This is an optimization exercise on Yosys and OpenROAD, whose aim is small area, a short achievable clock period and few clock cycles per item, not a production implementation.
Power is estimated from default activity; no workload was simulated.

Setup of the reference run:
==> flow/design.v <==
`timescale 1ns / 1ps
package ipc_pkg;
  localparam int unsigned TEMP_W   = 8;
  localparam int unsigned HUM_W    = 8;
  localparam int unsigned SOIL_W   = 7;
  localparam int unsigned SECS_W   = 16;
  localparam int unsigned FLOW_W   = 8;
  localparam int unsigned TOTAL_W  = 32;
  localparam int unsigned WATER_W  = 32;
  localparam int unsigned CFG_IDX_W  = 3;
  localparam int unsigned CFG_DATA_W = 16;
  localparam int unsigned IN_DATA_W  = 24;
  localparam int unsigned OUT_DATA_W = 40;
  localparam logic [TEMP_W-1:0] TEMP_THR_RST     = 8'd30;
  localparam logic [HUM_W-1:0]  HUM_THR_RST      = 8'd20;
  localparam logic [SOIL_W-1:0] MOIST_THR_RST    = 7'd35;
  localparam logic [SECS_W-1:0] MIN_RUN_RST      = 16'd10;
  localparam logic [SECS_W-1:0] MAX_RUN_RST      = 16'd20;
  localparam logic [SECS_W-1:0] REST_RST         = 16'd60;
  localparam logic [FLOW_W-1:0] FLOW_RST         = 8'd1;
  localparam logic KIND_TICK = 1'b0;
  localparam logic KIND_EVAL = 1'b1;
  typedef enum logic [CFG_IDX_W-1:0] {
    REG_TEMP_THR  = 3'd0,
    REG_HUM_THR   = 3'd1,
    REG_MOIST_THR = 3'd2,
    REG_MIN_RUN   = 3'd3,
    REG_MAX_RUN   = 3'd4,
    REG_REST      = 3'd5,
    REG_FLOW      = 3'd6
  } ipc_reg_idx_t;
  typedef struct packed {
    logic [TEMP_W-1:0] temp_threshold;
    logic [HUM_W-1:0]  humidity_threshold;
    logic [SOIL_W-1:0] moisture_threshold;
    logic [SECS_W-1:0] min_run_seconds;
    logic [SECS_W-1:0] max_run_seconds;
    logic [SECS_W-1:0] rest_seconds;
    logic [FLOW_W-1:0] flow_per_second;
  } ipc_cfg_t;
  typedef struct packed {
    logic              kind;
    logic [TEMP_W-1:0] temperature;
    logic [HUM_W-1:0]  humidity;
    logic [SOIL_W-1:0] soil_level;
    logic              manual;
  } ipc_item_t;
  typedef struct packed {
    logic               timer_active;
    logic [SECS_W-1:0]  elapsed_seconds;
    logic               motor_running;
    logic               rest_flag;
    logic               minimum_pending;
    logic               limit_reached;
    logic [TOTAL_W-1:0] total_seconds;
  } ipc_state_t;
  typedef struct packed {
    logic               pump_on;
    logic               resting;
    logic [TOTAL_W:0]   secs;
  } ipc_snap_t;
  typedef struct packed {
    logic               pump_on;
    logic               resting;
    logic [WATER_W-1:0] water_used;
  } ipc_result_t;
endpackage
`timescale 1ns / 1ps
module ipc_regs (
  input  logic                           clk,
  input  logic                           rst,
  input  logic                           wr_en,
  input  logic [ipc_pkg::CFG_IDX_W-1:0]  wr_index,
  input  logic [ipc_pkg::CFG_DATA_W-1:0] wr_data,
  output ipc_pkg::ipc_cfg_t              cfg
);
  always_ff @(posedge clk) begin
    if (rst) begin
      cfg.temp_threshold     <= ipc_pkg::TEMP_THR_RST;
      cfg.humidity_threshold <= ipc_pkg::HUM_THR_RST;
      cfg.moisture_threshold <= ipc_pkg::MOIST_THR_RST;
      cfg.min_run_seconds    <= ipc_pkg::MIN_RUN_RST;
      cfg.max_run_seconds    <= ipc_pkg::MAX_RUN_RST;
      cfg.rest_seconds       <= ipc_pkg::REST_RST;
      cfg.flow_per_second    <= ipc_pkg::FLOW_RST;
    end else if (wr_en) begin
      case (wr_index)
        ipc_pkg::REG_TEMP_THR:  cfg.temp_threshold     <= wr_data[ipc_pkg::TEMP_W-1:0];
        ipc_pkg::REG_HUM_THR:   cfg.humidity_threshold <= wr_data[ipc_pkg::HUM_W-1:0];
        ipc_pkg::REG_MOIST_THR: cfg.moisture_threshold <= wr_data[ipc_pkg::SOIL_W-1:0];
        ipc_pkg::REG_MIN_RUN:   cfg.min_run_seconds    <= wr_data[ipc_pkg::SECS_W-1:0];
        ipc_pkg::REG_MAX_RUN:   cfg.max_run_seconds    <= wr_data[ipc_pkg::SECS_W-1:0];
        ipc_pkg::REG_REST:      cfg.rest_seconds       <= wr_data[ipc_pkg::SECS_W-1:0];
        ipc_pkg::REG_FLOW:      cfg.flow_per_second    <= wr_data[ipc_pkg::FLOW_W-1:0];
        default: ;
      endcase
    end
  end
endmodule
`timescale 1ns / 1ps
module irrigation_pump_controller (
  input  logic                           clk,
  input  logic                           rst,
  input  logic                           s_axis_tvalid,
  output logic                           s_axis_tready,
  input  logic [ipc_pkg::IN_DATA_W-1:0]  s_axis_tdata,
  input  logic                           s_axis_tuser,
  output logic                           m_axis_tvalid,
  input  logic                           m_axis_tready,
  output logic [ipc_pkg::OUT_DATA_W-1:0] m_axis_tdata,
  input  logic                           cfg_valid,
  output logic                           cfg_ready,
  input  logic [ipc_pkg::CFG_IDX_W-1:0]  cfg_index,
  input  logic [ipc_pkg::CFG_DATA_W-1:0] cfg_data
);
  ipc_pkg::ipc_cfg_t cfg;
  assign cfg_ready = 1'b1;
  ipc_regs u_regs (
    .clk      (clk),
    .rst      (rst),
    .wr_en    (cfg_valid),
    .wr_index (cfg_index),
    .wr_data  (cfg_data),
    .cfg      (cfg)
  );
  logic        timer_active;
  logic [15:0] elapsed;
  logic        motor;
  logic        resting;
  logic        pending;
  logic        limit;
  logic [31:0] secs;        
  logic        secs_ovf;    
  logic [31:0] water;       
  logic        water_ovf;   
  logic        out_valid;
  logic        busy;        
  logic [2:0]  bit_i;       
  logic        f_bit;       
  logic        held;        
  logic accept;
  assign s_axis_tready = !busy && (!out_valid || m_axis_tready);
  assign accept        = s_axis_tvalid && s_axis_tready;
  logic is_tick, is_manual, is_auto, need;
  assign is_tick   = !s_axis_tuser;
  assign is_manual = s_axis_tuser && s_axis_tdata[23];
  assign is_auto   = s_axis_tuser && !s_axis_tdata[23];
  assign need = (s_axis_tdata[7:0] > cfg.temp_threshold) ||
                (s_axis_tdata[15:8] < cfg.humidity_threshold) ||
                (s_axis_tdata[22:16] < cfg.moisture_threshold);
  logic        e_max;
  logic [15:0] e_inc;
  logic        gt_min, gt_max, ge_rest;
  assign e_max   = &elapsed;
  assign e_inc   = e_max ? elapsed : elapsed + 16'd1;
  assign gt_min  = e_inc > cfg.min_run_seconds;
  assign gt_max  = e_inc > cfg.max_run_seconds;
  assign ge_rest = e_inc >= cfg.rest_seconds;
  logic pend_eff, limit_eff, keep_run;
  assign pend_eff  = !timer_active || pending;
  assign limit_eff = timer_active && limit;
  assign keep_run  = motor && pend_eff;
  logic [15:0] secs_add;
  logic [32:0] secs_sum;
  assign secs_add = motor ? {15'd0, !e_max} : elapsed;
  assign secs_sum = {1'b0, secs} + {17'd0, secs_add};
  logic restart;    
  assign restart = accept && is_auto && !resting && !motor && need && !limit_eff && timer_active;
  logic flow_wr;
  assign flow_wr = cfg_valid && (cfg_index == 3'd6);
  logic [32:0] w_a;
  logic [31:0] w_b;
  logic [32:0] w_sum;
  logic [2:0]  bit_n;
  assign w_a   = busy ? {water, 1'b0} : {1'b0, water};
  assign w_b   = busy ? (f_bit ? secs : 32'd0) : {24'd0, cfg.flow_per_second};
  assign w_sum = w_a + {1'b0, w_b};
  assign bit_n = bit_i - 3'd1;
  always_ff @(posedge clk) begin
    if (rst) begin
      timer_active <= 1'b0;
      elapsed      <= '0;
      motor        <= 1'b0;
      resting      <= 1'b0;
      pending      <= 1'b1;
      limit        <= 1'b0;
      secs         <= '0;
      secs_ovf     <= 1'b0;
      water        <= '0;
      water_ovf    <= 1'b0;
      out_valid    <= 1'b0;
      busy         <= 1'b0;
      bit_i        <= '0;
      f_bit        <= 1'b0;
      held         <= 1'b0;
    end else begin
      if (m_axis_tready) out_valid <= 1'b0;
      if (busy) begin
        water     <= w_sum[31:0];
        water_ovf <= water_ovf || w_sum[32] || (f_bit && secs_ovf);
        bit_i     <= bit_n;
        f_bit     <= cfg.flow_per_second[bit_n];
        if (bit_i == 3'd0) begin
          busy      <= 1'b0;
          out_valid <= held;
          held      <= 1'b0;
        end
      end
      if (flow_wr) begin
        busy      <= 1'b1;
        bit_i     <= 3'd7;
        f_bit     <= cfg_data[7];
        water     <= '0;
        water_ovf <= 1'b0;
      end
      if (accept) begin
        out_valid <= !restart;
        if (restart) begin
          held      <= 1'b1;
          busy      <= 1'b1;
          bit_i     <= 3'd7;
          f_bit     <= cfg.flow_per_second[7];
          water     <= '0;
          water_ovf <= 1'b0;
        end
        if (is_tick) begin
          if (timer_active) begin
            elapsed <= e_inc;
            if (motor) begin
              secs     <= secs_sum[31:0];
              secs_ovf <= secs_ovf || secs_sum[32];
              if (!e_max) begin
                water     <= w_sum[31:0];
                water_ovf <= water_ovf || w_sum[32];
              end
              if (gt_min) pending <= 1'b0;
              if (gt_max) limit <= 1'b1;
            end else if (ge_rest) begin
              timer_active <= 1'b0;
              elapsed      <= '0;
              resting      <= 1'b0;
            end
          end
        end else if (is_manual) begin
          if (motor) begin
            elapsed      <= '0;
            timer_active <= 1'b0;
          end
          resting <= 1'b0;
          motor   <= 1'b0;
        end else begin
          pending <= pend_eff;
          limit   <= limit_eff;
          if (resting) begin
            motor <= 1'b0;
          end else if (keep_run) begin
            motor <= 1'b1;
          end else if (need && !limit_eff) begin
            motor <= 1'b1;
            if (!timer_active) begin
              timer_active <= 1'b1;
              elapsed      <= '0;
            end else if (!motor) begin
              secs     <= secs_sum[31:0];
              secs_ovf <= secs_ovf || secs_sum[32];
            end
          end else if (motor) begin
            motor   <= 1'b0;
            elapsed <= '0;
            resting <= 1'b1;
          end
        end
      end
    end
  end
  assign m_axis_tvalid = out_valid;
  assign m_axis_tdata  = {6'd0, water | {32{water_ovf}}, resting, motor};
endmodule
export LEC_CHECK = 0
export CAP_MARGIN = 20
export CORE_MARGIN = 2
export CORE_UTILIZATION = 40
export SETUP_SLACK_MARGIN = 4.0
export SLEW_MARGIN = 20
create_clock -name core_clock -period 7.5 [get_ports {clk}]
run.sh (not shown) runs the stock make flow with config.mk's settings and CLKGATE_MAP_FILE= SYNTH_SCRIPT=/design/flow/synth_recipe.tcl, a recipe that flattens the netlist after the stock synthesis.
Inputs modified between the reference run and the trial run:
Settings: SETUP_SLACK_MARGIN no longer set, was 4.0.
### Flow results
Relative to the reference run, the final cell area reported for the trial run is lower. Compared to the reference run, the trial run shows a narrower setup margin. The reference run has higher wire length the detailed router placed on met1 than the trial run. The reference run -> the trial run: area of the mapped netlist delta 0, exact match. The lower data required time at the worst endpoint of the trial run and the reference run is in the reference run. On worst hold slack, the trial run and the reference run are neck and neck. Compared with the reference run, the trial run shows a lower combinational power. Of the trial run and the reference run, the higher part of the total power dissipated in combinational logic belongs to the reference run. The trial run ended with more sequential cell area share than the reference run. The non-filler instance count after layout number comes out lower for the trial run vs the reference run. The reference run -> the trial run: routability congestion estimate decreased slightly.
No functional check of the RTL was part of any run of this note.

-- what the ideal ports hide --
The flow's constraints put no driver on any port. The routed layouts listed below were extracted and timed again, unchanged, in two steps.
Step 1 sets driving cells, clkbuf_16 on the clock port and buf_2 on the other inputs (assumed; they add their load-dependent delay and slew).
Step 2, shift: input delay + t, output delay - t, t = (earliest + latest rising clock arrival at the registers) / 2. This alone moves slack from input paths to output paths.
Three values: ideal, step 1, step 2; two values: the first two.
| run | shift t [ns] | slack for setup (ns) | worst setup path after step 2 | clock arrival spread, ns | worst register clock-pin slew, ns |
|---|---|---|---|---|---|
| the reference run | 0.482 | 3.919 / 3.919 / 3.594 | input to register | 0.020 / 0.020 | 0.08 / 0.08 |
| the trial run | 0.479 | 2.958 / 2.958 / 2.813 | input to register | 0.014 / 0.014 | 0.07 / 0.07 |
After both steps every run listed still meets setup and hold. The setup slack of the reference run, which loses most, moves by 0.000 ns with the drivers and by -0.325 ns with both steps.
